Source: an optimization exercise on an open RTL-to-GDS flow (aim: small area, a short achievable clock period and few clock cycles per item). Production flows keep margins and buffers that such runs may drop. Only simulation tests tie the RTL to the original design; equivalence was not proved. No activity file was given, so power comes from the tool's default toggle rates.

`design.v`:
```
package plec_pkg;
  localparam int CAPACITY_DEF   = 64;
  localparam int ENTRY_BITS_DEF = 8;
  localparam int OP_BITS     = 3;
  localparam int INDEX_BITS  = 7;
  localparam int VALUE_BITS  = 8;
  localparam int COUNT_BITS  = 8;
  localparam int STATUS_BITS = 2;
  localparam logic [OP_BITS-1:0] OP_INSERT = 3'd0;
  localparam logic [OP_BITS-1:0] OP_APPEND = 3'd1;
  localparam logic [OP_BITS-1:0] OP_REMOVE = 3'd2;
  localparam logic [OP_BITS-1:0] OP_READ   = 3'd3;
  localparam logic [OP_BITS-1:0] OP_SWAP   = 3'd4;
  localparam logic [STATUS_BITS-1:0] ST_OK    = 2'd0;
  localparam logic [STATUS_BITS-1:0] ST_RANGE = 2'd1;
  localparam logic [STATUS_BITS-1:0] ST_FULL  = 2'd2;
endpackage
module plec_bit (
  input  logic clk_i,
  input  logic sel_q_i,
  input  logic sel_p_i,
  input  logic sel_n_i,
  input  logic sel_x_i,
  input  logic sel_y_i,
  input  logic prev_i,
  input  logic next_i,
  input  logic x_i,
  input  logic y_i,
  output logic q_o
);
  always_ff @(posedge clk_i) begin
    q_o <= (sel_q_i & q_o) | (sel_p_i & prev_i) | (sel_n_i & next_i)
         | (sel_x_i & x_i) | (sel_y_i & y_i);
  end
endmodule
module plec_cell #(
  parameter int W = 8
) (
  input  logic         clk_i,
  input  logic         sel_q_i,
  input  logic         sel_p_i,
  input  logic         sel_n_i,
  input  logic         sel_x_i,
  input  logic         sel_y_i,
  input  logic [W-1:0] prev_i,
  input  logic [W-1:0] next_i,
  input  logic [W-1:0] x_i,
  input  logic [W-1:0] y_i,
  output logic [W-1:0] q_o
);
  for (genvar b = 0; b < W; b++) begin : g_bit
    plec_bit u_bit (
      .clk_i  (clk_i),
      .sel_q_i(sel_q_i),
      .sel_p_i(sel_p_i),
      .sel_n_i(sel_n_i),
      .sel_x_i(sel_x_i),
      .sel_y_i(sel_y_i),
      .prev_i (prev_i[b]),
      .next_i (next_i[b]),
      .x_i    (x_i[b]),
      .y_i    (y_i[b]),
      .q_o    (q_o[b])
    );
  end
endmodule
module plec_mux8 #(
  parameter int N = 8,
  parameter int W = 8
) (
  input  logic [N-1:0]   sel_i,
  input  logic [N*W-1:0] data_i,
  output logic [W-1:0]   val_o
);
  always_comb begin
    val_o = '0;
    for (int i = 0; i < N; i++) begin
      val_o = val_o | ({W{sel_i[i]}} & data_i[i*W +: W]);
    end
  end
endmodule
module plec_colreg (
  input  logic       clk_i,
  input  logic [7:0] d_i,
  output logic [7:0] q_o
);
  always_ff @(posedge clk_i) begin
    q_o <= d_i;
  end
endmodule
module plec_rdport #(
  parameter int W     = 8,
  parameter bit EXTRA = 1'b0
) (
  input  logic            clk_i,
  input  logic [7:0]      col_d_i,
  input  logic [7:0]      row_d_i,
  input  logic            extra_sel_i,
  input  logic [W-1:0]    extra_i,
  input  logic [64*W-1:0] data_i,
  output logic [2*W-1:0]  val_o,      
  output logic [31:0]     col_o,      
  output logic [15:0]     row_o       
);
  logic [7:0] col [4];
  logic [7:0] row [2];
  for (genvar g = 0; g < 4; g++) begin : g_grp
    plec_colreg u_col_q (.clk_i(clk_i), .d_i(col_d_i), .q_o(col[g]));
    assign col_o[g*8 +: 8] = col[g];
  end
  for (genvar h = 0; h < 2; h++) begin : g_half
    plec_colreg u_row_q (.clk_i(clk_i), .d_i(row_d_i), .q_o(row[h]));
    assign row_o[h*8 +: 8] = row[h];
  end
  for (genvar b = 0; b < W; b++) begin : g_bit
    logic [7:0] row_val;
    logic [63:0] bit_data;
    for (genvar i = 0; i < 64; i++) begin : g_data
      assign bit_data[i] = data_i[i*W + b];
    end
    for (genvar r = 0; r < 8; r++) begin : g_row
      plec_mux8 #(.N(8), .W(1)) u_col (
        .sel_i (col[r/2]),
        .data_i(bit_data[r*8 +: 8]),
        .val_o (row_val[r])
      );
    end
    for (genvar h = 0; h < 2; h++) begin : g_half
      if (EXTRA) begin : g_extra
        plec_mux8 #(.N(9), .W(1)) u_row (
          .sel_i ({extra_sel_i, row[h]}),
          .data_i({extra_i[b], row_val}),
          .val_o (val_o[h*W + b])
        );
      end else begin : g_plain
        plec_mux8 #(.N(8), .W(1)) u_row (
          .sel_i (row[h]),
          .data_i(row_val),
          .val_o (val_o[h*W + b])
        );
      end
    end
  end
endmodule
module positional_list_engine_core #(
  parameter int CAPACITY   = plec_pkg::CAPACITY_DEF,
  parameter int ENTRY_BITS = plec_pkg::ENTRY_BITS_DEF
) (
  input  logic                              clk_i,
  input  logic                              rst_ni,
  input  logic                              req_valid_i,
  output logic                              req_ready_o,
  input  logic [plec_pkg::OP_BITS-1:0]      req_op_i,
  input  logic [plec_pkg::INDEX_BITS-1:0]   req_index_i,
  input  logic [plec_pkg::INDEX_BITS-1:0]   req_index_b_i,
  input  logic [plec_pkg::VALUE_BITS-1:0]   req_entry_value_i,
  output logic                              rsp_valid_o,
  input  logic                              rsp_ready_i,
  output logic [plec_pkg::VALUE_BITS-1:0]   rsp_read_value_o,
  output logic [plec_pkg::COUNT_BITS-1:0]   rsp_entry_count_o,
  output logic [plec_pkg::STATUS_BITS-1:0]  rsp_status_o
);
  localparam int W  = ENTRY_BITS;
  localparam int RW = plec_pkg::VALUE_BITS + 7 + plec_pkg::STATUS_BITS;
  logic       rv_q, rdy_q;
  logic       swp_q;
  logic [1:0] st_q;                        
  logic [7:0] gt_ah_q;                     
  logic [7:0] eq_ah_q [2];                 
  logic [7:0] gt_al_q;                     
  logic [7:0] eq_bh_q [2];                 
  logic [W-1:0] wv_q;
  logic [6:0] count_q, count_d;
  logic       inc_q, dec_q;                
  logic       f_xa_q, f_xc_q, f_y_q, f_p_q, f_n_q, f_rd_q;
  logic          v0_q, v1_q, v2_q;
  logic [RW-1:0] d0_q;
  logic [W+1:0]  d1_q;    
  logic [W+3:0]  d2_q;    
  logic          fire, pop;
  logic          rv_d, v0_d, v1_d;
  logic          inc, dec;
  assign fire        = rv_q;
  assign pop         = v0_q & rsp_ready_i;
  assign req_ready_o = rdy_q;
  assign inc = inc_q;      
  assign dec = dec_q;
  assign count_d = inc ? count_q + 7'd1 : (dec ? count_q - 7'd1 : count_q);
  logic       n_ins, n_app, n_rem, n_rd, n_swp;
  logic [7:0] n_eq_ah, n_gt_ah, n_eq_al, n_gt_al, n_eq_bh, n_eq_bl;
  logic [6:0] count_m;
  logic [7:0] c_eq_h, c_gt_h, c_eq_l, c_gt_l, m_eq_h, m_eq_l;
  logic       c_full, c_63, d_full;
  logic       a_lt, a_eq, a_eqm, b_lt, b_eq, b_eqm;
  logic       a_in, b_in, b_ok;
  logic [1:0] n_st;
  assign n_ins = (req_op_i == plec_pkg::OP_INSERT);
  assign n_app = (req_op_i == plec_pkg::OP_APPEND);
  assign n_rem = (req_op_i == plec_pkg::OP_REMOVE);
  assign n_rd  = (req_op_i == plec_pkg::OP_READ);
  assign n_swp = (req_op_i == plec_pkg::OP_SWAP);
  assign count_m = count_q - 7'd1;
  assign c_full  = count_q[6];
  assign c_63    = (count_q == 7'd63);
  always_comb begin
    for (int k = 0; k < 8; k++) begin
      n_eq_ah[k] = ~req_index_i[6] & (req_index_i[5:3] == 3'(k));
      n_gt_ah[k] = ~req_index_i[6] & (3'(k) > req_index_i[5:3]);
      n_eq_al[k] = (req_index_i[2:0] == 3'(k));
      n_gt_al[k] = (3'(k) > req_index_i[2:0]);
      n_eq_bh[k] = ~req_index_b_i[6] & (req_index_b_i[5:3] == 3'(k));
      n_eq_bl[k] = (req_index_b_i[2:0] == 3'(k));
      c_eq_h[k]  = ~count_q[6] & (count_q[5:3] == 3'(k));
      c_gt_h[k]  = count_q[6] | (count_q[5:3] > 3'(k));
      c_eq_l[k]  = (count_q[2:0] == 3'(k));
      c_gt_l[k]  = (count_q[2:0] > 3'(k));
      m_eq_h[k]  = ~count_m[6] & (count_m[5:3] == 3'(k));
      m_eq_l[k]  = (count_m[2:0] == 3'(k));
    end
  end
  assign a_lt  = (|(n_eq_ah & c_gt_h)) | ((|(n_eq_ah & c_eq_h)) & (|(n_eq_al & c_gt_l)));
  assign a_eq  = (|(n_eq_ah & c_eq_h)) & (|(n_eq_al & c_eq_l));
  assign a_eqm = (|(n_eq_ah & m_eq_h)) & (|(n_eq_al & m_eq_l));
  assign b_lt  = (|(n_eq_bh & c_gt_h)) | ((|(n_eq_bh & c_eq_h)) & (|(n_eq_bl & c_gt_l)));
  assign b_eq  = (|(n_eq_bh & c_eq_h)) & (|(n_eq_bl & c_eq_l));
  assign b_eqm = (|(n_eq_bh & m_eq_h)) & (|(n_eq_bl & m_eq_l));
  assign a_in   = inc ? (a_lt | a_eq) : (dec ? (a_lt & ~a_eqm) : a_lt);
  assign b_in   = inc ? (b_lt | b_eq) : (dec ? (b_lt & ~b_eqm) : b_lt);
  assign d_full = inc ? c_63 : (~dec & c_full);
  assign b_ok = n_swp & a_in & b_in;
  assign n_st[0] = ((n_ins | n_rem | n_rd) & ~a_in) | (n_swp & ~(a_in & b_in));
  assign n_st[1] = (n_ins & a_in & d_full) | (n_app & d_full);
  always_ff @(posedge clk_i) begin
    begin
      swp_q   <= n_swp;
      st_q    <= n_st;
      inc_q   <= rv_d & ((n_ins & a_in & ~d_full) | (n_app & ~d_full));
      dec_q   <= rv_d & n_rem & a_in;
      f_xa_q  <= rv_d & ((n_ins & a_in & ~d_full) | b_ok);
      f_xc_q  <= rv_d & n_app & ~d_full;
      f_y_q   <= rv_d & b_ok;
      f_p_q   <= rv_d & n_ins & a_in & ~d_full;
      f_n_q   <= rv_d & n_rem & a_in;
      f_rd_q  <= (n_rd | n_rem) & a_in;
      gt_ah_q <= n_gt_ah;
      gt_al_q <= n_gt_al;
      wv_q    <= req_entry_value_i;
    end
  end
  logic [7:0] eq_ch, eq_cl;
  always_comb begin
    for (int k = 0; k < 8; k++) begin
      eq_ch[k] = ~count_q[6] & (count_q[5:3] == 3'(k));
      eq_cl[k] = (count_q[2:0] == 3'(k));
    end
  end
  logic [7:0] r_xa, r_xc, r_y, r_pg, r_pe, r_ng, r_ne;
  always_comb begin
    for (int r = 0; r < 8; r++) begin
      r_xa[r] = f_xa_q & eq_ah_q[r/4][r];
      r_xc[r] = f_xc_q & eq_ch[r];
      r_y[r]  = f_y_q & eq_bh_q[r/4][r];
      r_pg[r] = f_p_q & gt_ah_q[r];
      r_pe[r] = f_p_q & eq_ah_q[r/4][r];
      r_ng[r] = f_n_q & gt_ah_q[r];
      r_ne[r] = f_n_q & eq_ah_q[r/4][r];
    end
  end
  logic [W-1:0] q [CAPACITY];
  logic [CAPACITY*W-1:0] q_flat;
  logic [W-1:0] val_a;
  logic [2*W-1:0] val_a2, x_bus2;
  logic [15:0]  rows_a, rows_b;
  logic [31:0]  cols_a, cols_b;
  for (genvar i = 0; i < CAPACITY; i++) begin : g_flat
    assign q_flat[i*W +: W] = q[i];
  end
  plec_rdport #(.W(W), .EXTRA(1'b0)) u_rd_a (
    .clk_i(clk_i), .col_d_i(n_eq_al), .row_d_i(n_eq_ah),
    .extra_sel_i(1'b0), .extra_i('0),
    .data_i(q_flat), .val_o(val_a2), .col_o(cols_a), .row_o(rows_a));
  plec_rdport #(.W(W), .EXTRA(1'b1)) u_rd_b (
    .clk_i(clk_i), .col_d_i(n_eq_bl), .row_d_i(n_eq_bh & {8{n_swp}}),
    .extra_sel_i(~swp_q), .extra_i(wv_q),
    .data_i(q_flat), .val_o(x_bus2), .col_o(cols_b), .row_o(rows_b));
  assign eq_ah_q[0] = rows_a[7:0];
  assign eq_ah_q[1] = rows_a[15:8];
  assign eq_bh_q[0] = rows_b[7:0];
  assign eq_bh_q[1] = rows_b[15:8];
  assign val_a = val_a2[W-1:0];
  for (genvar i = 0; i < CAPACITY; i++) begin : g_cell
    localparam int R = i / 8;
    localparam int C = i % 8;
    logic sx, sy, sp, sn;
    logic ea, eb;
    assign ea = cols_a[(R/2)*8 + C];
    assign eb = cols_b[(R/2)*8 + C];
    assign sx = (r_xa[R] & ea) | (r_xc[R] & eq_cl[C]);
    assign sy = r_y[R] & eb;
    assign sp = r_pg[R] | (r_pe[R] & gt_al_q[C]);
    assign sn = r_ng[R] | (r_ne[R] & (gt_al_q[C] | ea));
    plec_cell #(.W(W)) u_cell (
      .clk_i  (clk_i),
      .sel_q_i(~(sx | sy | sp | sn)),
      .sel_p_i(sp),
      .sel_n_i(sn),
      .sel_x_i(sx),
      .sel_y_i(sy),
      .prev_i (q[(i == 0) ? 0 : i-1]),
      .next_i (q[(i == CAPACITY-1) ? i : i+1]),
      .x_i    (x_bus2[(R/4)*W +: W]),
      .y_i    (val_a2[(R/4)*W +: W]),
      .q_o    (q[i])
    );
  end
  logic [RW-1:0] rsp_new;
  logic [W-1:0]  rd_value;
  assign rd_value = f_rd_q ? val_a : '0;
  assign rsp_new  = {rd_value, count_d, st_q};
  logic vs0, vs1, vs2, v2_d;
  logic [6:0] cnt1;
  assign vs0  = pop ? v1_q : v0_q;
  assign vs1  = pop ? v2_q : v1_q;
  assign vs2  = pop ? 1'b0 : v2_q;
  assign rv_d = req_valid_i & rdy_q;
  assign v0_d = vs0 | fire;
  assign v1_d = vs1 | (fire & vs0);
  assign v2_d = vs2 | (fire & vs1);
  assign cnt1 = ~v2_q ? count_q : (d2_q[1] ? count_q + 7'd1 : (d2_q[0] ? count_q - 7'd1 : count_q));
  always_ff @(posedge clk_i or negedge rst_ni) begin
    if (!rst_ni) begin
      rv_q    <= 1'b0;
      rdy_q   <= 1'b1;
      v0_q    <= 1'b0;
      v1_q    <= 1'b0;
      v2_q    <= 1'b0;
      count_q <= '0;
    end else begin
      rv_q    <= rv_d;
      rdy_q   <= ~v2_d & ~(v1_d & rv_d);
      v0_q    <= v0_d;
      v1_q    <= v1_d;
      v2_q    <= v2_d;
      count_q <= count_d;
    end
  end
  always_ff @(posedge clk_i) begin
    if (pop & v1_q)              d0_q <= {d1_q[W+1:2], cnt1, d1_q[1:0]};
    else if (~vs0 & fire)        d0_q <= rsp_new;
    if (pop & v2_q)              d1_q <= d2_q[W+3:2];
    else if (vs0 & ~vs1 & fire)  d1_q <= {rd_value, st_q};
    if (vs1 & fire)              d2_q <= {rd_value, st_q, dec, inc};
  end
  assign rsp_valid_o       = v0_q;
  assign rsp_read_value_o  = d0_q[RW-1 -: W];
  assign rsp_entry_count_o = {1'b0, d0_q[8:2]};
  assign rsp_status_o      = d0_q[1:0];
endmodule
```
`run.sh`:
```
#!/bin/bash
# synth_recipe.tcl (not shown) runs the flow's synth.tcl, then flattens the netlist and writes it again
# the make line also repeats each setting of config.mk as NAME=value (left out here)
make -C /OpenROAD-flow-scripts/flow DESIGN_CONFIG=/design/flow/config.mk WORK_HOME=/design/flow/orfs CLKGATE_MAP_FILE= SYNTH_SCRIPT=/design/flow/synth_recipe.tcl finish
```
`config.mk`:
```
export PLATFORM = sky130hd
export DESIGN_NAME = positional_list_engine_core
export DESIGN_NICKNAME = positional_list_engine_core
export VERILOG_FILES = /design/flow/design.v
export SDC_FILE = /design/flow/constraint.sdc
export NUM_CORES = 8
export LEC_CHECK = 0
export CAP_MARGIN = 20
export CORE_MARGIN = 2
export CORE_UTILIZATION = 45
export CTS_CLUSTER_DIAMETER = 80
export CTS_CLUSTER_SIZE = 20
export PLACE_DENSITY = 0.55
export SETUP_SLACK_MARGIN = 4.8
export SLEW_MARGIN = 20
export SYNTH_HIERARCHICAL = 1
```
`constraint.sdc`:
```
create_clock -name core_clock -period 7.5 [get_ports {clk_i}]
set_input_delay 1.5000 -clock core_clock [delete_from_list [all_inputs] [get_ports {clk_i}]]
set_output_delay 1.5000 -clock core_clock [all_outputs]
set_load 0.01 [all_outputs]
```
==> flow_summary.ini, run 1 <==
[die]
num_rows = 105
start_util_pct = 45.3
core_um2 = 81800
io_pins = 49
die_w_um = 291
die_area_um2 = 84800
die_y_um = 291

[logic_synthesis]
ys_async_sr_fraction_pct = 1.73
synth_simple_gate_area_share_pct = 13.9
synth-adder-area-share_pct = 0.263
synthesis.area_um2 = 37100
yosysSeqAreaShare_pct = 38.6
syn_inst = 3999
ys_types = 78
synth_edf_count = 39
synthFlopType = dfxtp_1
synth_top_family_by_area = compound AO/OA/AOI/OAI gates
ys_seq_elements = 693
muxShareOfSynthArea_pct = 0.415
synth_compound_area_share_pct = 44.5
yosys_warnings = 22
syn_area_per_cell_um2 = 9.28
synth_xor_area_share_pct = 0.610

[global_routing]
grt_max_degree = 65
grt_antenna_before_repair = 10
grt_pass1_vias = 41500
grt-ovfl-total = 0
grt_pass1_wl_um = 297000
grt_usage_pct = 46.4

[routing]
avgViaCountPerCell = 8.59
drt-total-wl_um = 211000
vias = 45700
wl_per_cell_um = 39.7
drt_iter0_markers = 11600
drtAntennaViolNets = 0
firstDrtPassIters = 17
post-route-drc-count = 0

[worst_setup_path]
crit_buf_inv = 1
reg2reg_from = u_rd_a.g_grp[3].u_col_q.q_o[0]$_DFF_P_
crit_type = reg2out
crit_family = flip-flops
cp_max_fo = 2
cp_slowest_cell = dfstp_2
startpoint_type = flop
startpoint = rdy_q$_DFF_PN1_
cp_data_arrival_time_ps = 1290
crit_chain = buf_6
cp.required_ps = 6000
endpoint_kind = output pin
cpPeakStageDelay_ps = 550

[sta]
max_freq_mhz = 359
fin_crit_sh_pct = 37.1
slew_headroom_pct = 23.4
setup_viol = 0
slew_viol_final = 0
rsz0062_at_grt = yes
finalClockSkew_ps = 40.4
min_period_ps = 2790
hold_slack_ps = 488
tns_ps = 0
worstMarginPinSlew_ps = 1140
hold_viol = 0

[placed_design]
port_buffers = 47
place.gp.congestion = 0.991
dpl.hpwl_um = 137000

[pwr]
vdd_drop_max_mv = 0.260
p_leak_nw = 16.4
p_per_area_nw_per_um2 = 201

[cts]
clock_path_buffers = 3
holdBufCountCts = 0
cts_tree = built
root_buffer = clkbuf_16
numCtsBuffers = 46
cts_max_level = 2
clk_pin_slew_ps = 90
numClockSinks = 693
clock_latency_ps = 660

[job]
maxCapViolCount = 0

[layout]
drive_above_1_share_pct = 13.6
ff_latch_area_um2 = 14400
layout_commonest_cell = a22oi_1
area_growth_pct = 17.3
finalNetCount = 4258
num-fill-cells = 7415
layout_common_cells = 1090 x a22oi_1, 616 x dfxtp_1, 572 x nand2_1
multi_input_area_um2 = 23500

[worst_hold_path]
hold_class = reg2reg
worstHoldStart = st_q[1]$_DFF_P_

[status]
outcome = finished clean
-- state kept, by name (all words and copies together), names as in the netlist, 2 cells and up --
register,cells
g_cell.u_cell.g_bit.u_bit.q_o,512
u_rd_a.g_grp.u_col_q.q_o,32
count_q,7
d1_q,10
st_q,2
u_rd_b.g_half.u_row_q.q_o,16
u_rd_b.g_grp.u_col_q.q_o,32
d2_q,12
wv_q,8
gt_ah_q,8
u_rd_a.g_half.u_row_q.q_o,16
gt_al_q,8
d0_q,17
-- through the flow --
| step | std cells | setup slack, ps | cell area [µm²] | util (%) | total power [mW] |
|---|---|---|---|---|---|
| after global placement | 5138 | 3470 | 39600 | 48.4 | 5.72 |
| after CTS | 5253 | 4690 | 42100 | 51.4 | 8.49 |
| after floorplan | 4001 | 4490 | 37300 | - | 5.01 |
| after global routing | 5315 | 4680 | 43500 | 53.2 | 8.90 |
| after detailed placement | 5139 | 3490 | 39700 | 48.5 | 5.74 |
| final | 5316 | 4710 | 43500 | 53.2 | 8.74 |
-- timing repair --
action                     in CTS  in global routing
pin swaps                      33                 78
setup buffers                  43                 54
resized for setup             265                209
hold endpoints to repair        0                  0
setup endpoints to repair     638                542
gates cloned                    0                  8
-- layout make-up --
class,instances,area share (%)
Timing Repair Buffer,296,6.30
Antenna cell,1,0.00575
Clock inverter,16,0.434
Clock buffer,55,2.89
Inverter,34,0.302
Multi-Input combinational cell,3151,53.9
Sequential cell,693,33.1
Tap cell,1070,3.08
-- power breakdown --
group | switching, mW | total [mW] | internal, mW
Clock | 1.49 | 2.74 | 1.25
Combinational | 1.14 | 1.72 | 0.579
Sequential | 0.325 | 4.27 | 3.95
-- routing by layer --
metal / track usage [%] / part of all wire [%] / vias to the layer above
li1: - / - / 18000
met1: 60.5 / 36 / 21900
met2: 65.7 / 40 / 4636
met3: 16.6 / 17 / 1034
met4: 26.3 / 7.3 / 4
met5: 0.737 / 0.049 / -
-- cell families after synthesis --
kind of cell | after synthesis
fa+ha+maj | 8
other cells | 1
flops | 693
xor+xnor | 25
simple gates | 1072
mux | 12
buf+inv | 157
compound gates | 2031
-- synth_stat cells, types with 33 or more instances --
library cell | number | share of area (%)
nor2_1 | 51 | 0.52
nand4_1 | 145 | 2.4
dfxtp_1 | 642 | 35
a222oi_1 | 528 | 14
edfxtp_1 | 39 | 3.2
a22oi_1 | 1106 | 22
a22o_1 | 81 | 1.9
a21oi_1 | 93 | 1.3
nand2_1 | 572 | 5.8
and3_1 | 69 | 1.2
inv_1 | 33 | 0.33
o21a_1 | 130 | 2.6
nor2b_1 | 69 | 1.2
nor4_1 | 67 | 1.1
clkbuf_1 | 90 | 0.91
-- modules after synthesis (local to each module, per instance), a selection --
module                       times used  area (µm²)  cells
plec_colreg                          12         160      8
plec_bit                            512        41.3      4
positional_list_engine_core           1        8080   1055
-- worst paths after layout --
check / slack, ps / end / cells after the start
min reg2reg: 490 / d2_q[3]$_DFFE_PP_ / 0
min in group asynchronous: 1250 / count_q[2]$_DFF_PN0_ / 1
min: 490 / d2_q[3]$_DFFE_PP_ / 0
max reg2reg: 4740 / g_cell[41].u_cell.g_bit[5].u_bit.q_o$_DFF_P_ / 8
max: 4710 / req_ready_o / 1
max in group asynchronous: 5770 / count_q[0]$_DFF_PN0_ / 1
Testbench counts, summed over its fixed seeds: cycles 16,016, items 16,000.
==> run 2, diff against run 1 <==
--- a/config.mk
+++ b/config.mk
@@ -12,5 +12,5 @@
 export CTS_CLUSTER_SIZE = 20
 export PLACE_DENSITY = 0.55
-export SETUP_SLACK_MARGIN = 4.8
+export SETUP_SLACK_MARGIN = 5.0
 export SLEW_MARGIN = 20
 export SYNTH_HIERARCHICAL = 1
==> flow_summary.ini, run 2 <==
[worst_setup_path]
cp_max_fo = 6
crit_type = reg2reg
cp_data_arrival_time_ps = 3410
cp.required_ps = 8030
startpoint_type = flop
rr_worst_depth = 12
endpoint_kind = flop

[logic_synthesis]
syn_area_per_cell_um2 = 9.28
synth-adder-area-share_pct = 0.263
synth.most_common_cell = a22oi_1
synth_compound_area_share_pct = 44.5
yosys-top-cells-count = 1106 x a22oi_1, 642 x dfxtp_1, 572 x nand2_1
synth_xor_area_share_pct = 0.610
yosysSeqAreaShare_pct = 38.6
ys_seq_elements = 693
syn_inst = 3999
synthesis.area_um2 = 37100
synth_top_area_cell = dfxtp_1
yosys_warnings = 22
ys_async_sr_fraction_pct = 1.73
synth_top_family_by_area = compound AO/OA/AOI/OAI gates
muxShareOfSynthArea_pct = 0.415
ys_types = 78
synthFlopType = dfxtp_1
synth_simple_gate_area_share_pct = 13.9
synth_edf_count = 39
synthTopCellsByArea = dfxtp_1 35%, a22oi_1 22%, a222oi_1 14%
synth.top_cell.area_share_pct = 34.6

[global_routing]
grt-ovfl-total = 0
grt_pass1_wl_um = 307000
grt_usage_pct = 48.3
grt_pass1_vias = 42700
grt_antenna_before_repair = 17
grt_max_degree = 65

[pwr]
p_per_area_nw_per_um2 = 202
vdd_drop_max_mv = 0.250
p_leak_nw = 17.4

[layout]
final_util_pct = 55.9
reg.largest.list = g_cell.u_cell.g_bit.u_bit.q_o: 512 flops, u_rd_a.g_grp.u_col_q.q_o: 32 flops, u_rd_b.g_grp.u_col_q.q_o: 32 flops
num-fill-cells = 7151
largest_reg_flops = 512
layout_common_cells = 1074 x a22oi_1, 616 x dfxtp_1, 569 x nand2_1
stdcell_count = 5413
finalNetCount = 4339
area_growth_pct = 23.2
layout_commonest_cell = a22oi_1
regMostFlops = g_cell.u_cell.g_bit.u_bit.q_o
drive_above_1_share_pct = 16.7

[die]
core_um2 = 81800
io_pins = 49
num_rows = 105
die_w_um = 291
die_y_um = 291
start_util_pct = 45.3
die_area_um2 = 84800

[routing]
drt-total-wl_um = 219000
firstDrtPassIters = 17
drt_iter0_markers = 12600
post-route-drc-count = 0
vias = 46700
drtAntennaViolNets = 0
wl_per_cell_um = 40.5
avgViaCountPerCell = 8.62

[cts]
clock_path_buffers = 3
numCtsBuffers = 46
cts_tree = built
cts_max_level = 2
numClockSinks = 693
root_buffer = clkbuf_16
clock_latency_ps = 670
clk_pin_slew_ps = 90

[sta]
rsz0062_at_grt = yes
worstMarginPinSlew_ps = 1230
fin_crit_sh_pct = 38.4
hold_slack_ps = 488
setup_viol = 0
hold_viol = 0
fin_ws_ps = 4620
finalClockSkew_ps = 43.8
slew_viol_final = 0
min_period_ps = 2880
tns_ps = 0
slew_headroom_pct = 17.8
max_freq_mhz = 347

[placed_design]
place_ws_ps = 3440
place_inst = 5131
port_buffers = 47
dpl.hpwl_um = 138000
place.gp.congestion = 1.03

[job]
maxCapViolCount = 0

[worst_hold_path]
hold_class = reg2reg
hold_path_depth = 0

[status]
outcome = finished clean
run 2: cell count changes in the layout (fill, tap and decap cells not counted), sizes merged:
cell	delta
buf	+85
bufinv	+4
clkbuf	-5
clkdlybuf4s50	-3
clkinv	-2
clkinvlp	-2
diode	+13
dlygate4sd2	+1
dlymetal6s2s	+1
inv	+5
run 2: area by class of cell:
| type | count | area, µm² | area share (%) |
|---|---|---|---|
| diodes | 14 | 35.0 | 0.0766 |
| inverters | 34 | 141 | 0.309 |
| multi-input cells | 3151 | 24000 | 52.5 |
| flip-flops and latches | 693 | 14400 | 31.5 |
| repair buffers | 377 | 4290 | 9.39 |
| clock inverters | 21 | 299 | 0.654 |
| well taps | 1070 | 1340 | 2.93 |
| clock buffers | 53 | 1220 | 2.67 |
run 2: path summary, 6_finish.rpt:
check	start	end	slack, ps
setup / recovery	u_rd_b.g_grp[2].u_col_q.q_o[2]$_DFF_P_	g_cell[18].u_cell.g_bit[6].u_bit.q_o$_DFF_P_	4620
hold / removal	st_q[1]$_DFF_P_	d2_q[3]$_DFFE_PP_	490
setup reg to reg	u_rd_b.g_grp[2].u_col_q.q_o[2]$_DFF_P_	g_cell[18].u_cell.g_bit[6].u_bit.q_o$_DFF_P_	4620
hold reg to reg	st_q[1]$_DFF_P_	d2_q[3]$_DFFE_PP_	490
max in group asynchronous	rst_ni	count_q[1]$_DFF_PN0_	5740
min in group asynchronous	rst_ni	v0_q$_DFF_PN0_	1260
run 2: timing repair:
action	in CTS	in global routing
hold buffers	0	0
cloned	19	8
setup endpoints to repair	679	606
endpoints found under the hold margin	0	0
resized for setup	538	137
buffers inserted	134	33
pin swaps	148	137
run 2: power by group:
group / switching, mW / internal [mW]
clock network: 1.49 / 1.35
registers: 0.351 / 3.95
logic: 1.31 / 0.792
total: 3.15 / 6.09
run 2: worst max-delay path, stage by stage, from the launching register on:
cell and delay (ps):
dfxtp_2 340, buf_12 120, buf_8 130, buf_6 130, a22oi_2 170, nand4_1 190
buf_6 190, a22o_1 230, a221oi_4 290, nand3_4 240, buf_12 240, a222oi_1 350
nand2_1 120
run 2: kinds of logic (layout without fill, tap and decap cells):
family,count (synthesis),count (layout)
AOI/OAI and AO/OA,2031,2031
xor gates and xnor gates,25,25
adders and majority gates,8,8
muxes,12,12
DFF,693,693
other,1,17
and+or+nand+nor,1072,1072
buffers and inverters,157,485
run 2: metal layers:
layer  GRT usage (%)  vias up  routed length [µm]
li1                -    18200                   -
met1            61.1    22400               76900
met2            66.9     4829               86000
met3            20.5     1218               37300
met4            31.1        4               19000
met5            1.53        -                  61
run 2: through the flow:
| step | area (µm²) | power (mW) |
|---|---|---|
| after detailed placement | 39800 | 5.81 |
| after global routing | 45700 | 9.39 |
| final | 45700 | 9.24 |
| after CTS | 44700 | 8.94 |
| after global placement | 39700 | 5.79 |
| after floorplan | 37500 | 5.03 |
run 2: per-module statistics from Yosys (local to each module, per instance), excerpt:
module / cells / copies in the design / flip-flops and latches
positional_list_engine_core: 1055 / 1 / 85
plec_colreg: 8 / 12 / 8
plec_bit: 4 / 512 / 1
==> run 3, diff against run 2 <==
--- a/config.mk
+++ b/config.mk
@@ -9,8 +9,8 @@
 export CORE_MARGIN = 2
 export CORE_UTILIZATION = 45
-export CTS_CLUSTER_DIAMETER = 80
-export CTS_CLUSTER_SIZE = 20
+export CTS_CLUSTER_DIAMETER = 100
+export CTS_CLUSTER_SIZE = 22
 export PLACE_DENSITY = 0.55
-export SETUP_SLACK_MARGIN = 5.0
+export SETUP_SLACK_MARGIN = 4.8
 export SLEW_MARGIN = 20
 export SYNTH_HIERARCHICAL = 1
==> flow_summary.ini, run 3 <==
[placed_design]
placed_area_um2 = 39700
place.gp.congestion = 0.991
port_buffers = 47
dpl.hpwl_um = 137000
place_ws_ps = 3490

[layout]
ff_latch_area_um2 = 14400
num-fill-cells = 7468
layout_commonest_cell = a22oi_1
largest_reg_flops = 512
multi_input_area_um2 = 23500
drive_above_1_share_pct = 13.5
layout_common_cells = 1089 x a22oi_1, 616 x dfxtp_1, 572 x nand2_1
area_growth_pct = 16.7
regMostFlops = g_cell.u_cell.g_bit.u_bit.q_o
stdcell_area_um2 = 43300
finalNetCount = 4254
reg.largest.list = g_cell.u_cell.g_bit.u_bit.q_o: 512 flops, u_rd_a.g_grp.u_col_q.q_o: 32 flops, u_rd_b.g_grp.u_col_q.q_o: 32 flops

[pwr]
pwr-share-seq_pct = 50.7
combPwrFrac_pct = 20.2
clock_power_share_pct = 29.1
p_per_area_nw_per_um2 = 195
vdd_drop_max_mv = 0.254
switchingPower_mw = 2.85
netSwitchingFraction_pct = 33.8
p_leak_nw = 16.3
intPower_mw = 5.58

[logic_synthesis]
ys_seq_elements = 693
synth_edf_count = 39
synth_top_area_cell = dfxtp_1
yosys-top-cells-count = 1106 x a22oi_1, 642 x dfxtp_1, 572 x nand2_1
synthesis.area_um2 = 37100
yosys_warnings = 22
synth.most_common_cell = a22oi_1
ys_types = 78
synthTopCellsByArea = dfxtp_1 35%, a22oi_1 22%, a222oi_1 14%
synth.top_cell.area_share_pct = 34.6
synthFlopType = dfxtp_1
yosysSeqAreaShare_pct = 38.6
syn_area_per_cell_um2 = 9.28
ys_async_sr_fraction_pct = 1.73
syn_inst = 3999

[worst_setup_path]
cp.required_ps = 8000
endpoint_kind = flop
startpoint_type = flop
crit_type = reg2reg
cpPeakStageDelay_ps = 460
cp_data_arrival_time_ps = 3290
startpoint = u_rd_b.g_grp[0].u_col_q.q_o[5]$_DFF_P_
crit_buf_inv = 2
reg2reg_from = u_rd_b.g_grp[0].u_col_q.q_o[5]$_DFF_P_
worstSetupEndpoint = g_cell[60].u_cell.g_bit[0].u_bit.q_o$_DFF_P_
crit_family = compound AO/OA/AOI/OAI gates
crit_cells = 8
cp_max_fo = 32
cp_slowest_cell = a221oi_2
rr_worst_depth = 8
crit_chain = buf_4 -> a22oi_1 -> nand4_1 -> a221oi_2 -> nand3_1 -> buf_12 -> a222oi_1 -> nand2_1
r2r_slack_ps = 4710
rr_endpoint = g_cell[60].u_cell.g_bit[0].u_bit.q_o$_DFF_P_

[worst_hold_path]
hold_class = reg2reg

[global_routing]
grt_usage_pct = 46.2
grt_antenna_before_repair = 9
grt-ovfl-total = 0
grt_pass1_vias = 41300
grt_max_degree = 65
grt_pass1_wl_um = 297000

[die]
die_y_um = 291
start_util_pct = 45.3
die_area_um2 = 84800
io_pins = 49
die_w_um = 291
core_um2 = 81800
num_rows = 105

[sta]
slew_viol_final = 0
hold_viol = 0
fin_crit_sh_pct = 37.2
slew_headroom_pct = 13.9
finalClockSkew_ps = 42.6
worstMarginPinSlew_ps = 1290
max_freq_mhz = 359
rsz0062_at_grt = yes
tns_ps = 0
setup_viol = 0
fin_ws_ps = 4710
min_period_ps = 2790

[routing]
met2_length_um = 84100
drt_iter0_markers = 11900
firstDrtPassIters = 14
wl_met3_um = 34700
avgViaCountPerCell = 8.58
drtAntennaViolNets = 0
drt-total-wl_um = 210000
highest_layer = met5
wl_per_cell_um = 39.6
post-route-drc-count = 0
wl_met1_um = 75300
vias = 45500

[cts]
clk_pin_slew_ps = 100
cts_tree = built
cts_max_level = 2
clock_latency_ps = 650
clock_path_buffers = 3
holdBufCountCts = 0
numCtsBuffers = 39
numClockSinks = 693
root_buffer = clkbuf_16

[status]
outcome = finished clean

[job]
maxCapViolCount = 0
-- run 3: layout make-up --
cell class,count,area share [%]
diodes,2,0.0116
clock buffers,46,2.46
clock inverters,7,0.214
inverters,34,0.303
multi-input cells,3151,54.2
flip-flops and latches,693,33.2
well taps,1070,3.09
repair buffers,299,6.47
-- run 3: stage by stage --
stage                     power (mW)  cells  util [%]  hold slack (ps)
after floorplan                 5.01   4001         -              406
after global placement          5.72   5138      48.4              466
after detailed placement        5.74   5139      48.5              447
after CTS                       8.19   5234      51.1              489
after global routing            8.59   5300      52.9              513
final                           8.43   5302      52.9              501
-- run 3: power groups by stage --
stage / Sequential [mW] / Combinational, mW / Clock, mW
after floorplan: 4.22 / 0.796 / 0
after global placement: 4.33 / 1.39 / 0
after detailed placement: 4.34 / 1.40 / 0
after CTS: 4.25 / 1.49 / 2.44
after global routing: 4.29 / 1.74 / 2.57
final: 4.27 / 1.70 / 2.45
-- run 3: how the worst min path moves through the flow --
stage          cells after the start                 to            start  slack [ps]
6_report                           0  d2_q[3]$_DFFE_PP_  st_q[1]$_DFF_P_         500
3_5_place_dp                       0  d2_q[3]$_DFFE_PP_  st_q[1]$_DFF_P_         450
3_3_place_gp                       0  d2_q[3]$_DFFE_PP_  st_q[1]$_DFF_P_         470
2_1_floorplan                      0  d2_q[1]$_DFFE_PP_    dec_q$_DFF_P_         410
5_1_grt                            0  d2_q[3]$_DFFE_PP_  st_q[1]$_DFF_P_         510
4_1_cts                            0  d2_q[3]$_DFFE_PP_  st_q[1]$_DFF_P_         490
-- run 3: cells by family (layout without fill, tap and decap cells) --
family          count (synthesis)  in the layout  synth area share [%]
compound gates               2031           2031                  44.5
simple gates                 1072           1072                  13.9
flops                         693            693                  38.6
buf+inv                       157            386                  1.68
xor+xnor                       25             25                 0.610
mux                            12             12                 0.415
fa+ha+maj                       8              8                 0.263
other cells                     1              5                0.0101
-- run 3: modules after synthesis (local to each module, per instance), a selection --
module                       flops+latches  cells inside
plec_bit                                 1             4
positional_list_engine_core             85          1055
plec_colreg                              8             8
-- run 3: what timing repair did --
item	CTS	global route
endpoints found under the setup margin	641	549
gates resized for setup	271	212
buffers inserted	42	58
pin swaps	33	89
gates cloned	0	8
-- run 3: metal layers --
metal | vias up | global-route usage, %
met1 | 21900 | 61.0
met2 | 4610 | 65.4
met3 | 1006 | 15.7
li1 | 18000 | -
met4 | 6 | 26.0
met5 | - | 1.59
==> run 4, diff against run 3 <==
--- a/config.mk
+++ b/config.mk
@@ -12,5 +12,5 @@
 export CTS_CLUSTER_SIZE = 22
 export PLACE_DENSITY = 0.55
-export SETUP_SLACK_MARGIN = 4.8
+export SETUP_SLACK_MARGIN = 4.65
 export SLEW_MARGIN = 20
 export SYNTH_HIERARCHICAL = 1
==> flow_summary.ini, run 4 <==
[layout]
final_util_pct = 51.5
layout_common_cells = 1104 x a22oi_1, 622 x dfxtp_1, 572 x nand2_1
finalNetCount = 4217
reg.largest.list = g_cell.u_cell.g_bit.u_bit.q_o: 512 flops, u_rd_a.g_grp.u_col_q.q_o: 32 flops, u_rd_b.g_grp.u_col_q.q_o: 32 flops
regMostFlops = g_cell.u_cell.g_bit.u_bit.q_o
num-fill-cells = 7546
ff_latch_area_um2 = 14400
layout_commonest_cell = a22oi_1
drive_above_1_share_pct = 11.0
multi_input_area_um2 = 23100
area_growth_pct = 13.5
largest_reg_flops = 512

[routing]
wl_met3_um = 33200
drt-total-wl_um = 205000
wl_met1_um = 73400
wl_per_cell_um = 39.0
avgViaCountPerCell = 8.53
vias = 44900
drtAntennaViolNets = 0
drt_iter0_markers = 11400
firstDrtPassIters = 15
met2_length_um = 83000
highest_layer = met5
post-route-drc-count = 0

[die]
die_y_um = 291
io_pins = 49
die_w_um = 291
die_area_um2 = 84800
start_util_pct = 45.3
core_um2 = 81800
num_rows = 105

[worst_setup_path]
rr_worst_depth = 8
r2r_slack_ps = 4550
cp_max_fo = 32
crit_buf_inv = 2
cp.required_ps = 7990
startpoint_type = flop
reg2reg_from = u_rd_a.g_grp[2].u_col_q.q_o[4]$_DFF_P_
cp_slowest_cell = nand4_1
crit_chain = buf_4 -> a22oi_1 -> nand4_1 -> a22oi_1 -> nand4_1 -> buf_4 -> a222oi_1 -> nand2_1
crit_type = reg2reg
endpoint_kind = flop
rr_endpoint = g_cell[44].u_cell.g_bit[2].u_bit.q_o$_DFF_P_
cp_data_arrival_time_ps = 3440
crit_family = compound AO/OA/AOI/OAI gates
cpPeakStageDelay_ps = 520

[sta]
rsz0062_at_grt = yes
fin_crit_sh_pct = 39.3
fin_ws_ps = 4550
hold_viol = 0
slew_viol_final = 0
worstMarginPinSlew_ps = 1260
setup_viol = 0
slew_headroom_pct = 15.5
min_period_ps = 2950
max_freq_mhz = 339
finalClockSkew_ps = 43.5
tns_ps = 0

[placed_design]
place.gp.congestion = 0.998
place_ws_ps = 3460
port_buffers = 47
dpl.hpwl_um = 137000

[global_routing]
grt_max_degree = 65
grt_pass1_vias = 41500
grt_usage_pct = 45.8
grt-ovfl-total = 0
grt_antenna_before_repair = 16
grt_pass1_wl_um = 294000

[logic_synthesis]
ys_types = 78
syn_inst = 3999
synthFlopType = dfxtp_1
synth_edf_count = 39
synthTopCellsByArea = dfxtp_1 35%, a22oi_1 22%, a222oi_1 14%
yosysSeqAreaShare_pct = 38.6
synth_top_area_cell = dfxtp_1
ys_seq_elements = 693
ys_async_sr_fraction_pct = 1.73
yosys-top-cells-count = 1106 x a22oi_1, 642 x dfxtp_1, 572 x nand2_1
synthesis.area_um2 = 37100
yosys_warnings = 22
synth.most_common_cell = a22oi_1
syn_area_per_cell_um2 = 9.28
synth.top_cell.area_share_pct = 34.6

[worst_hold_path]
worstHoldStart = st_q[1]$_DFF_P_
hold_path_depth = 0
hold_end = d2_q[3]$_DFFE_PP_
hold_class = reg2reg

[cts]
clk_pin_slew_ps = 90
numCtsBuffers = 38
cts_tree = built
holdBufCountCts = 0
root_buffer = clkbuf_16
clock_path_buffers = 3
numClockSinks = 693
cts_max_level = 2
clock_latency_ps = 640

[pwr]
vdd_drop_max_mv = 0.260
p_leak_nw = 15.9
p_per_area_nw_per_um2 = 194

[status]
outcome = finished clean

[job]
maxCapViolCount = 0
## run 4: cell counts after synthesis
No cell type changed its count.
## run 4: report_power, final
group          total [mW]  internal (mW)  switching (mW)
sequential           4.29           3.95           0.349
combinational        1.57          0.521            1.05
clock                2.31          0.953            1.36
total                8.18           5.42            2.76
## run 4: final cells by class
cell class | instances | share of cell area, %
antenna | 5 | 0.0297
clock buffer | 42 | 2.34
clock inverter | 7 | 0.128
inverter | 34 | 0.318
multi-input combinational | 3151 | 54.8
sequential | 693 | 34.1
tap | 1070 | 3.18
timing repair buffer | 263 | 5.04
## run 4: modules after synthesis, one instance, submodules excluded, excerpt
| module | cells | flip-flops and latches | cell area, µm² | copies in the design |
|---|---|---|---|---|
| plec_colreg | 8 | 8 | 160 | 12 |
| positional_list_engine_core | 1055 | 85 | 8080 | 1 |
| plec_bit | 4 | 1 | 41.3 | 512 |
## run 4: cells by family (layout without fill, tap and decap cells)
logic type / Yosys count / count (layout) / synth area share, %
DFF: 693 / 693 / 38.6
and+or+nand+nor: 1072 / 1072 / 13.9
buffers and inverters: 157 / 346 / 1.68
xor gates and xnor gates: 25 / 25 / 0.610
adders and majority gates: 8 / 8 / 0.263
other: 1 / 8 / 0.0101
muxes: 12 / 12 / 0.415
AOI/OAI and AO/OA: 2031 / 2031 / 44.5
## run 4: per-stage QoR
stage | hold WS [ps] | cell area (µm²) | power [mW] | instances
final | 491 | 42100 | 8.18 | 5265
after global routing | 523 | 42100 | 8.35 | 5260
after CTS | 498 | 41600 | 8.01 | 5219
after detailed placement | 477 | 39700 | 5.75 | 5143
after global placement | 472 | 39600 | 5.73 | 5139
after floorplan | 406 | 37200 | 5.01 | 4001
## run 4: worst max path at each step
stage | startpoint | to | slack (ps) | depth (start not counted)
floorplan | req_index_i[5] | dec_q$_DFF_P_ | 4490 | 8
finish | u_rd_a.g_grp[2].u_col_q.q_o[4]$_DFF_P_ | g_cell[44].u_cell.g_bit[2].u_bit.q_o$_DFF_P_ | 4550 | 8
CTS | count_q[1]$_DFF_PN0_ | g_cell[9].u_cell.g_bit[1].u_bit.q_o$_DFF_P_ | 4480 | 9
global placement | req_index_i[1] | dec_q$_DFF_P_ | 3520 | 8
global route | count_q[0]$_DFF_PN0_ | f_y_q$_DFF_P_ | 4580 | 10
detailed placement | req_index_i[1] | dec_q$_DFF_P_ | 3460 | 8
## run 4: metal layers
metal | vias to the layer above | track usage (%)
met3 | 983 | 17.7
li1 | 17900 | -
met1 | 21500 | 58.3
met2 | 4415 | 64.8
met5 | - | 0.681
met4 | 18 | 28.2
## run 4: repair_timing
action                                  4_1_cts  5_1_grt
gates resized for setup                     175       99
setup buffers                                27       39
gates cloned                                  0        1
endpoints found under the setup margin      570      551
pin swaps                                    26       45
==> run 5, diff against run 4 <==
--- a/config.mk
+++ b/config.mk
@@ -12,5 +12,5 @@
 export CTS_CLUSTER_SIZE = 22
 export PLACE_DENSITY = 0.55
-export SETUP_SLACK_MARGIN = 4.65
+export SETUP_SLACK_MARGIN = 4.9
 export SLEW_MARGIN = 20
 export SYNTH_HIERARCHICAL = 1
==> flow_summary.ini, run 5 <==
[status]
outcome = finished clean

[sta]
slew_viol_final = 0
fin_ws_ps = 4700
rsz0062_at_grt = yes
hold_viol = 0
slew_headroom_pct = 14.8
tns_ps = 0
worstMarginPinSlew_ps = 1270
finalClockSkew_ps = 41.8
max_freq_mhz = 358
fin_crit_sh_pct = 37.3
min_period_ps = 2800
setup_viol = 0

[layout]
drive_above_1_share_pct = 17.2
reg.largest.list = g_cell.u_cell.g_bit.u_bit.q_o: 512 flops, u_rd_a.g_grp.u_col_q.q_o: 32 flops, u_rd_b.g_grp.u_col_q.q_o: 32 flops
final_util_pct = 55.2
area_growth_pct = 21.7
largest_reg_flops = 512
regMostFlops = g_cell.u_cell.g_bit.u_bit.q_o
stdcell_count = 5383
layout_common_cells = 1048 x a22oi_1, 590 x dfxtp_1, 571 x nand2_1
stdcell_area_um2 = 45100
finalNetCount = 4305
layout_commonest_cell = a22oi_1

[cts]
numCtsBuffers = 39
cts_tree = built
numClockSinks = 693
clock_path_buffers = 3
clock_latency_ps = 650
cts_max_level = 2
clk_pin_slew_ps = 100
root_buffer = clkbuf_16

[placed_design]
dpl.hpwl_um = 139000
place_inst = 5109
place_ws_ps = 3330
place.gp.congestion = 1.01
port_buffers = 47
placed_area_um2 = 39600

[routing]
firstDrtPassIters = 15
drt-total-wl_um = 226000
drt_iter0_markers = 12300
vias = 47300
post-route-drc-count = 0
avgViaCountPerCell = 8.79
drtAntennaViolNets = 0
wl_per_cell_um = 42.0

[logic_synthesis]
yosys-top-cells-count = 1106 x a22oi_1, 642 x dfxtp_1, 572 x nand2_1
syn_area_per_cell_um2 = 9.28
synth.top_cell.area_share_pct = 34.6
synthTopCellsByArea = dfxtp_1 35%, a22oi_1 22%, a222oi_1 14%
yosys_warnings = 22
synth_edf_count = 39
yosysSeqAreaShare_pct = 38.6
synth_top_area_cell = dfxtp_1
syn_inst = 3999
synth.most_common_cell = a22oi_1
ys_async_sr_fraction_pct = 1.73
synthesis.area_um2 = 37100
synthFlopType = dfxtp_1
ys_types = 78
ys_seq_elements = 693

[die]
die_area_um2 = 84800
core_um2 = 81800
die_y_um = 291
num_rows = 105
io_pins = 49
die_w_um = 291
start_util_pct = 45.3

[global_routing]
grt_usage_pct = 48.4
grt_max_degree = 65
grt_pass1_wl_um = 307000
grt_pass1_vias = 42300
grt_antenna_before_repair = 23
grt-ovfl-total = 0

[worst_setup_path]
cp_data_arrival_time_ps = 1300
crit_chain = buf_6
crit_buf_inv = 1
startpoint_type = flop
cp.required_ps = 6000
crit_type = reg2out
crit_family = flip-flops
cpPeakStageDelay_ps = 560
cp_max_fo = 2
endpoint_kind = output pin
cp_slowest_cell = dfstp_2

[pwr]
p_leak_nw = 17.1
vdd_drop_max_mv = 0.252
p_per_area_nw_per_um2 = 194

[worst_hold_path]
hold_class = reg2reg

[job]
maxCapViolCount = 0
run 5: changes by cell type in the layout (fill, tap and decap cells not counted), moves of 18 or more:
cell,change
nor4_2,-18
a22oi_2,+56
dfxtp_2,+22
buf_6,+36
a22o_1,-22
nor4_4,+25
diode_2,+26
dfxtp_1,-32
a22oi_1,-56
buf_12,+49
clkbuf_16,+19
buf_4,-21
run 5: worst paths after layout:
path                                                              from                                           end  slack (ps)  depth (start not counted)
worst min-delay path                                   st_q[1]$_DFF_P_                             d2_q[3]$_DFFE_PP_         490                          0
worst min register to register                         st_q[1]$_DFF_P_                             d2_q[3]$_DFFE_PP_         490                          0
max in group asynchronous                                       rst_ni                          count_q[2]$_DFF_PN0_        5760                          1
worst max-delay path                                   rdy_q$_DFF_PN1_                                   req_ready_o        4700                          1
min in group asynchronous                                       rst_ni                          count_q[4]$_DFF_PN0_        1240                          1
worst max register to register  u_rd_b.g_grp[0].u_col_q.q_o[2]$_DFF_P_  g_cell[62].u_cell.g_bit[3].u_bit.q_o$_DFF_P_        4760                         10
run 5: power by group:
part	switching [mW]	internal (mW)	total, mW	leakage, nW
Sequential	0.404	3.95	4.35	5.73
Clock	1.41	1.03	2.44	0.562
Combinational	1.23	0.719	1.95	10.8
Total	3.04	5.70	8.74	17.1
run 5: cell type report:
| type | instances | area (µm²) |
|---|---|---|
| fillers | 7297 | 36700 |
| multi-input cells | 3151 | 24000 |
| flip-flops and latches | 693 | 14500 |
| repair buffers | 350 | 3950 |
| well taps | 1070 | 1340 |
| clock buffers | 44 | 1030 |
| inverters | 34 | 140 |
| clock inverters | 10 | 116 |
| diodes | 31 | 77.6 |
run 5: timing repair:
action / CTS / global route
hold endpoints to repair: 0 / 0
pin swaps: 81 / 170
setup endpoints to repair: 643 / 592
setup buffers: 77 / 84
gates resized for setup: 389 / 342
hold buffers: 0 / 0
cloned: 3 / 25
run 5: per-module statistics from Yosys (local to each module, per instance), a selection:
module                       cells  times used  flops+latches
plec_colreg                      8          12              8
plec_bit                         4         512              1
positional_list_engine_core   1055           1             85
run 5: kinds of logic (layout without fill, tap and decap cells):
family	count (synthesis)	after routing	share of synthesized area, %
xor+xnor	25	25	0.610
buf+inv	157	438	1.68
compound gates	2031	2031	44.5
fa+ha+maj	8	8	0.263
simple gates	1072	1072	13.9
other cells	1	34	0.0101
flops	693	693	38.6
mux	12	12	0.415
run 5: per-layer routing:
metal  part of all wire [%]  vias up  global-route usage (%)
li1                       -    18200                       -
met1                     34    22600                    61.6
met2                     39     5202                    68.2
met3                     18     1392                    18.0
met4                    9.0        4                    31.5
met5                  0.015        -                       0
run 5: stage by stage:
stage,hold WS (ps),power (mW)
6_report,486,8.74
5_1_grt,495,8.88
4_1_cts,485,8.29
3_5_place_dp,471,5.81
3_3_place_gp,464,5.79
2_1_floorplan,406,5.02
==> run 6, diff against run 5 <==
--- a/config.mk
+++ b/config.mk
@@ -8,9 +8,9 @@
 export CAP_MARGIN = 20
 export CORE_MARGIN = 2
-export CORE_UTILIZATION = 45
+export CORE_UTILIZATION = 52
 export CTS_CLUSTER_DIAMETER = 100
 export CTS_CLUSTER_SIZE = 22
-export PLACE_DENSITY = 0.55
-export SETUP_SLACK_MARGIN = 4.9
+export PLACE_DENSITY = 0.62
+export SETUP_SLACK_MARGIN = 4.8
 export SLEW_MARGIN = 20
 export SYNTH_HIERARCHICAL = 1
==> flow_summary.ini, run 6 <==
[die]
die_y_um = 271
start_util_pct = 52.7
die_w_um = 271
core_um2 = 70400
num_rows = 97
die_area_um2 = 73500
io_pins = 49

[layout]
layout_common_cells = 1066 x a22oi_1, 578 x dfxtp_1, 572 x nand2_1
finalNetCount = 4249
ff_latch_area_um2 = 14500
largest_reg_flops = 512
regMostFlops = g_cell.u_cell.g_bit.u_bit.q_o
layout_commonest_cell = a22oi_1
multi_input_area_um2 = 23700
num-fill-cells = 5833
reg.largest.list = g_cell.u_cell.g_bit.u_bit.q_o: 512 flops, u_rd_a.g_grp.u_col_q.q_o: 32 flops, u_rd_b.g_grp.u_col_q.q_o: 32 flops
drive_above_1_share_pct = 14.9
stdcell_area_um2 = 43800
area_growth_pct = 18.0
final_util_pct = 62.2

[pwr]
vdd_drop_max_mv = 0.244
netSwitchingFraction_pct = 34.3
intPower_mw = 5.51
p_per_area_nw_per_um2 = 192
clock_power_share_pct = 27.2
pwr-share-seq_pct = 51.9
combPwrFrac_pct = 20.9
p_leak_nw = 16.6
switchingPower_mw = 2.88
power.total_mw = 8.39

[worst_setup_path]
reg2reg_from = u_rd_b.g_grp[0].u_col_q.q_o[3]$_DFF_P_
startpoint = u_rd_b.g_grp[0].u_col_q.q_o[3]$_DFF_P_
crit_type = reg2reg
crit_chain = buf_12 -> buf_12 -> a22oi_1 -> nand4_1 -> a221oi_2 -> nand3_4 -> buf_6 -> buf_12 -> a222oi_1 -> nand2_1
cpPeakStageDelay_ps = 500
crit_family = compound AO/OA/AOI/OAI gates
endpoint_kind = flop
crit_buf_inv = 4
worst_path_most_repeated_cell = buf_12
cp.required_ps = 8000
cp_slowest_cell = a221oi_2
cp_data_arrival_time_ps = 3470
cp_max_fo = 14
startpoint_type = flop

[logic_synthesis]
synth_top_family_by_area = compound AO/OA/AOI/OAI gates
synthesis.area_um2 = 37100
ys_types = 78
synth_compound_area_share_pct = 44.5
synth_xor_area_share_pct = 0.610
yosys-top-cells-count = 1106 x a22oi_1, 642 x dfxtp_1, 572 x nand2_1
synth_top_area_cell = dfxtp_1
syn_area_per_cell_um2 = 9.28
synth-adder-area-share_pct = 0.263
syn_inst = 3999
ys_seq_elements = 693
yosys_warnings = 22
synth_edf_count = 39
yosysSeqAreaShare_pct = 38.6
synth.most_common_cell = a22oi_1
muxShareOfSynthArea_pct = 0.415
ys_async_sr_fraction_pct = 1.73
synthTopCellsByArea = dfxtp_1 35%, a22oi_1 22%, a222oi_1 14%
synth.top_cell.area_share_pct = 34.6
synth_simple_gate_area_share_pct = 13.9
synthFlopType = dfxtp_1

[global_routing]
grt_antenna_before_repair = 19
grt_pass1_wl_um = 293000
grt_pass1_vias = 42000
grt_usage_pct = 52.5
grt_max_degree = 65
grt-ovfl-total = 0

[sta]
min_period_ps = 2960
finalClockSkew_ps = 35.2
hold_viol = 0
slew_headroom_pct = 23.4
tns_ps = 0
max_freq_mhz = 337
rsz0062_at_grt = yes
fin_crit_sh_pct = 39.5
worstMarginPinSlew_ps = 1150
setup_viol = 0
hold_slack_ps = 527
slew_viol_final = 0

[worst_hold_path]
worstHoldStart = d2_q[8]$_DFFE_PP_
hold_class = reg2reg

[cts]
clk_pin_slew_ps = 90
holdBufCountCts = 0
clock_path_buffers = 3
cts_max_level = 2
clock_latency_ps = 640
cts_tree = built
numCtsBuffers = 38
root_buffer = clkbuf_16
numClockSinks = 693

[routing]
drtAntennaViolNets = 0
wl_per_cell_um = 41.3
vias = 47400
drt-total-wl_um = 214000
avgViaCountPerCell = 9.16
drt_iter0_markers = 15200
post-route-drc-count = 0
firstDrtPassIters = 22

[placed_design]
place.gp.congestion = 1.04
port_buffers = 47
dpl.hpwl_um = 130000
placed_area_um2 = 39100

[status]
outcome = finished clean

[job]
maxCapViolCount = 0
-- run 6: cell counts after synthesis --
No cell type changed its count.
-- run 6: area by class of cell --
class / instances / area share, %
clock buffer: 43 / 2.26
multi-input combinational: 3151 / 54.2
sequential: 693 / 33.0
antenna: 15 / 0.0857
tap: 940 / 2.69
clock inverter: 5 / 0.114
timing repair buffer: 295 / 7.31
inverter: 34 / 0.306
-- run 6: logic make-up after synthesis --
logic type / after synthesis
other: 1
AND/OR/NAND/NOR: 1072
multiplexers: 12
flip-flops: 693
buffers and inverters: 157
adder cells (fa/ha/maj): 8
XOR/XNOR: 25
AO/OA/AOI/OAI: 2031
-- run 6: metal layers --
layer | vias to the layer above | track usage (%) | wire, µm
met2 | 5556 | 71.6 | 79600
met4 | 12 | 36.3 | 22600
li1 | 18000 | - | -
met1 | 22100 | 65.8 | 69900
met5 | - | 0 | 235
met3 | 1711 | 23.4 | 41300
-- run 6: worst register-to-register path, stage by stage, from the launching register on --
cell	delay [ps]
dfxtp_2	330
buf_12	150
buf_12	150
a22oi_1	210
nand4_1	440
a221oi_2	500
nand3_4	230
buf_6	200
buf_12	150
a222oi_1	380
nand2_1	100
-- run 6: path summary, 6_finish.rpt --
check / slack, ps / to / cells after the start
max reg2reg: 4540 / g_cell[24].u_cell.g_bit[3].u_bit.q_o$_DFF_P_ / 10
min in group asynchronous: 1250 / count_q[4]$_DFF_PN0_ / 1
max: 4540 / g_cell[24].u_cell.g_bit[3].u_bit.q_o$_DFF_P_ / 10
min: 530 / d1_q[6]$_DFFE_PP_ / 2
min reg2reg: 530 / d1_q[6]$_DFFE_PP_ / 2
max in group asynchronous: 5760 / count_q[5]$_DFF_PN0_ / 1
-- run 6: per-stage QoR --
step	cells	worst slack [ps]
4_1_cts	5044	4740
2_1_floorplan	4001	4490
3_5_place_dp	4956	3530
5_1_grt	5162	4510
6_report	5176	4540
3_3_place_gp	4956	3570
-- run 6: per-module statistics from Yosys (local to each module, per instance), excerpt --
module	cells inside	flops+latches	area (µm²)	copies in the design
plec_bit	4	1	41.3	512
plec_colreg	8	8	160	12
positional_list_engine_core	1055	85	8080	1
-- run 6: power by group through the flow --
stage / clock [mW] / combinational, mW / sequential [mW]
5_1_grt: 2.38 / 1.77 / 4.35
6_report: 2.28 / 1.75 / 4.35
4_1_cts: 2.25 / 1.45 / 4.30
2_1_floorplan: 0 / 0.796 / 4.22
3_5_place_dp: 0 / 1.35 / 4.40
3_3_place_gp: 0 / 1.33 / 4.39
-- run 6: timing repair --
| action | CTS | global route |
|---|---|---|
| pin swaps | 38 | 147 |
| setup buffers | 38 | 92 |
| endpoints found under the setup margin | 624 | 572 |
| gates resized for setup | 329 | 285 |
| cloned | 2 | 25 |
==> run 7, diff against run 6 <==
--- a/design.v
+++ b/design.v
@@ -163,5 +163,5 @@
   localparam int W  = ENTRY_BITS;
   localparam int RW = plec_pkg::VALUE_BITS + 7 + plec_pkg::STATUS_BITS;
-  logic       rv_q, rdy_q;
+  logic       rv_q, busy_q;                
   logic       swp_q;
   logic [1:0] st_q;                        
@@ -183,5 +183,5 @@
   assign fire        = rv_q;
   assign pop         = v0_q & rsp_ready_i;
-  assign req_ready_o = rdy_q;
+  assign req_ready_o = ~busy_q;
   assign inc = inc_q;      
   assign dec = dec_q;
@@ -323,5 +323,5 @@
   assign vs1  = pop ? v2_q : v1_q;
   assign vs2  = pop ? 1'b0 : v2_q;
-  assign rv_d = req_valid_i & rdy_q;
+  assign rv_d = req_valid_i & ~busy_q;
   assign v0_d = vs0 | fire;
   assign v1_d = vs1 | (fire & vs0);
@@ -331,5 +331,5 @@
     if (!rst_ni) begin
       rv_q    <= 1'b0;
-      rdy_q   <= 1'b1;
+      busy_q  <= 1'b0;
       v0_q    <= 1'b0;
       v1_q    <= 1'b0;
@@ -338,5 +338,5 @@
     end else begin
       rv_q    <= rv_d;
-      rdy_q   <= ~v2_d & ~(v1_d & rv_d);
+      busy_q  <= v2_d | (v1_d & rv_d);
       v0_q    <= v0_d;
       v1_q    <= v1_d;
--- a/config.mk
+++ b/config.mk
@@ -8,8 +8,8 @@
 export CAP_MARGIN = 20
 export CORE_MARGIN = 2
-export CORE_UTILIZATION = 52
+export CORE_UTILIZATION = 45
 export CTS_CLUSTER_DIAMETER = 100
 export CTS_CLUSTER_SIZE = 22
-export PLACE_DENSITY = 0.62
+export PLACE_DENSITY = 0.55
 export SETUP_SLACK_MARGIN = 4.8
 export SLEW_MARGIN = 20
==> flow_summary.ini, run 7 <==
[die]
die_w_um = 292
num_rows = 105
start_util_pct = 45.4
die_area_um2 = 85000
die_y_um = 292
core_um2 = 82000
io_pins = 49

[cts]
numCtsBuffers = 38
cts_tree = built
root_buffer = clkbuf_16
clk_pin_slew_ps = 90
cts_max_level = 2
holdBufCountCts = 0
numClockSinks = 693
clock_latency_ps = 630
clock_path_buffers = 3

[worst_setup_path]
startpoint_type = flop
reg2reg_from = u_rd_b.g_grp[0].u_col_q.q_o[3]$_DFF_P_
crit_buf_inv = 3
worst_path_most_repeated_cell = a222oi_1
r2r_slack_ps = 4640
crit_type = reg2reg
endpoint_kind = flop
rr_worst_depth = 9
crit_cells = 9
startpoint = u_rd_b.g_grp[0].u_col_q.q_o[3]$_DFF_P_
cpPeakStageDelay_ps = 670
cp_slowest_cell = a222oi_1
cp_data_arrival_time_ps = 3360
worstSetupEndpoint = g_cell[56].u_cell.g_bit[1].u_bit.q_o$_DFF_P_
cp_max_fo = 32
cp.required_ps = 7990
rr_endpoint = g_cell[56].u_cell.g_bit[1].u_bit.q_o$_DFF_P_
crit_family = compound AO/OA/AOI/OAI gates
crit_chain = buf_12 -> a22oi_1 -> nand4_1 -> buf_4 -> a222oi_1 -> nand3_1 -> buf_6 -> a222oi_1 -> nand2_1

[logic_synthesis]
muxShareOfSynthArea_pct = 0.363
ys_types = 70
synthFlopType = dfxtp_1
yosysSeqAreaShare_pct = 38.5
ys_seq_elements = 693
synth-adder-area-share_pct = 0.235
ys_async_sr_fraction_pct = 1.73
yosys-top-cells-count = 1106 x a22oi_1, 642 x dfxtp_1, 567 x nand2_1
synth_top_area_cell = dfxtp_1
synthesis.area_um2 = 37200
synthTopCellsByArea = dfxtp_1 35%, a22oi_1 22%, a222oi_1 14%
synth.top_cell.area_share_pct = 34.5
synth_xor_area_share_pct = 0.679
synth_edf_count = 39
synth.most_common_cell = a22oi_1
synth_top_family_by_area = compound AO/OA/AOI/OAI gates
yosys_warnings = 22
syn_inst = 4019
synth_simple_gate_area_share_pct = 14.0
syn_area_per_cell_um2 = 9.26
synth_compound_area_share_pct = 44.5

[sta]
setup_viol = 0
rsz0062_at_grt = yes
finalClockSkew_ps = 26.7
max_freq_mhz = 349
slew_headroom_pct = 10.7
slew_viol_final = 0
worstMarginPinSlew_ps = 1340
hold_viol = 0
min_period_ps = 2860
tns_ps = 0
fin_crit_sh_pct = 38.2

[layout]
reg.largest.list = g_cell.u_cell.g_bit.u_bit.q_o: 512 flops, u_rd_a.g_grp.u_col_q.q_o: 32 flops, u_rd_b.g_grp.u_col_q.q_o: 32 flops
drive_above_1_share_pct = 12.8
ff_latch_area_um2 = 14400
regMostFlops = g_cell.u_cell.g_bit.u_bit.q_o
largest_reg_flops = 512
stdcell_count = 5305
area_growth_pct = 16.6
layout_commonest_cell = a22oi_1
num-fill-cells = 7546
multi_input_area_um2 = 23700
layout_common_cells = 1092 x a22oi_1, 609 x dfxtp_1, 567 x nand2_1
finalNetCount = 4249

[routing]
drt_iter0_markers = 12800
avgViaCountPerCell = 8.68
post-route-drc-count = 0
drtAntennaViolNets = 0
drt-total-wl_um = 215000
wl_per_cell_um = 40.5
firstDrtPassIters = 15
vias = 46000

[placed_design]
dpl.hpwl_um = 137000
port_buffers = 47
place_inst = 5136
place.gp.congestion = 1.06

[global_routing]
grt_antenna_before_repair = 19
grt_pass1_wl_um = 300000
grt-ovfl-total = 0
grt_max_degree = 65
grt_usage_pct = 46.8
grt_pass1_vias = 42500

[status]
outcome = finished clean

[pwr]
vdd_drop_max_mv = 0.252
p_per_area_nw_per_um2 = 197
p_leak_nw = 16.3
power.total_mw = 8.53

[worst_hold_path]
hold_class = reg2reg

[job]
maxCapViolCount = 0
## run 7: changes by cell type after synthesis, sizes merged, moves of 5 or more
cell    delta
a21oi      +5
inv        -7
nand2      -5
nand2b     +8
nand3      +5
nor2      +12
nor3       -6
o21ai      +5
xnor2      -6
xor2       +9
## run 7: layout make-up
type,count,area share [%]
inverters,28,0.254
diodes,11,0.0635
flip-flops and latches,693,33.3
repair buffers,277,6.26
clock buffers,47,2.44
well taps,1070,3.09
clock inverters,4,0.0894
multi-input cells,3175,54.6
## run 7: power by group
part	total [mW]	leakage (nW)	internal (mW)	switching, mW
clock network	2.37	0.538	1.01	1.36
registers	4.41	5.73	3.98	0.430
logic	1.75	10.0	0.585	1.17
## run 7: routing by layer
metal / GRT usage (%) / vias up / share of wire, %
li1: - / 18000 / -
met3: 18.2 / 1224 / 18
met1: 60.5 / 21900 / 35
met2: 64.8 / 4868 / 39
met5: 0 / - / 0.078
met4: 29.4 / 10 / 8.3
## run 7: worst register-to-register path, delay by kind of cell (launching register included)
family	cells	cell delay, ps
simple gates	3	420
buf+inv	3	660
compound gates	3	1320
flops	1	340
## run 7: logic make-up (layout without fill, tap and decap cells)
logic type,count (synthesis),in the layout
AOI/OAI and AO/OA,2044,2044
xor gates and xnor gates,28,28
adders and majority gates,7,7
buffers and inverters,153,356
DFF,693,693
muxes,11,11
other,1,14
and+or+nand+nor,1082,1082
## run 7: repair_timing
action,in CTS,in global routing
endpoints found under the hold margin,0,0
pin swaps,47,83
gates cloned,0,12
setup endpoints to repair,626,571
gates resized for setup,283,221
setup buffers,51,44
## run 7: worst min-delay path by stage
stage	startpoint	to	slack, ps	cells past startpoint
2_1_floorplan	inc_q$_DFF_P_	d2_q[0]$_DFFE_PP_	410	0
3_3_place_gp	d2_q[8]$_DFFE_PP_	d1_q[6]$_DFFE_PP_	510	2
3_5_place_dp	st_q[1]$_DFF_P_	d2_q[3]$_DFFE_PP_	520	0
4_1_cts	st_q[1]$_DFF_P_	d2_q[3]$_DFFE_PP_	540	0
5_1_grt	st_q[1]$_DFF_P_	d2_q[3]$_DFFE_PP_	550	0
6_report	d1_q[4]$_DFFE_PP_	d0_q[11]$_DFFE_PP_	540	2
## run 7: per-module statistics from Yosys, one instance, submodules excluded, excerpt
module | cells inside | area (µm²) | times used
plec_colreg | 8 | 160 | 12
positional_list_engine_core | 1075 | 8170 | 1
plec_bit | 4 | 41.3 | 512
## run 7: stage by stage
stage / utilization, % / cell area, µm² / hold slack, ps / setup WS, ps
detailed placement: 48.3 / 39600 / 515 / 3420
finish: 52.9 / 43400 / 535 / 4640
CTS: 50.9 / 41700 / 540 / 4790
global placement: 48.2 / 39500 / 508 / 3500
global route: 52.9 / 43300 / 547 / 4630
floorplan: - / 37300 / 406 / 4520
Testbench counts of run 7, summed over its fixed seeds: cycles 16,016, items 16,000.

Setup slack of run 7, layout unchanged: 4.636 ns with ideal ports, 4.636 ns with driving cells assumed (clock clkbuf_16, inputs buf_2), 3.998 ns with port delays also shifted by the 0.678 ns mid clock arrival.
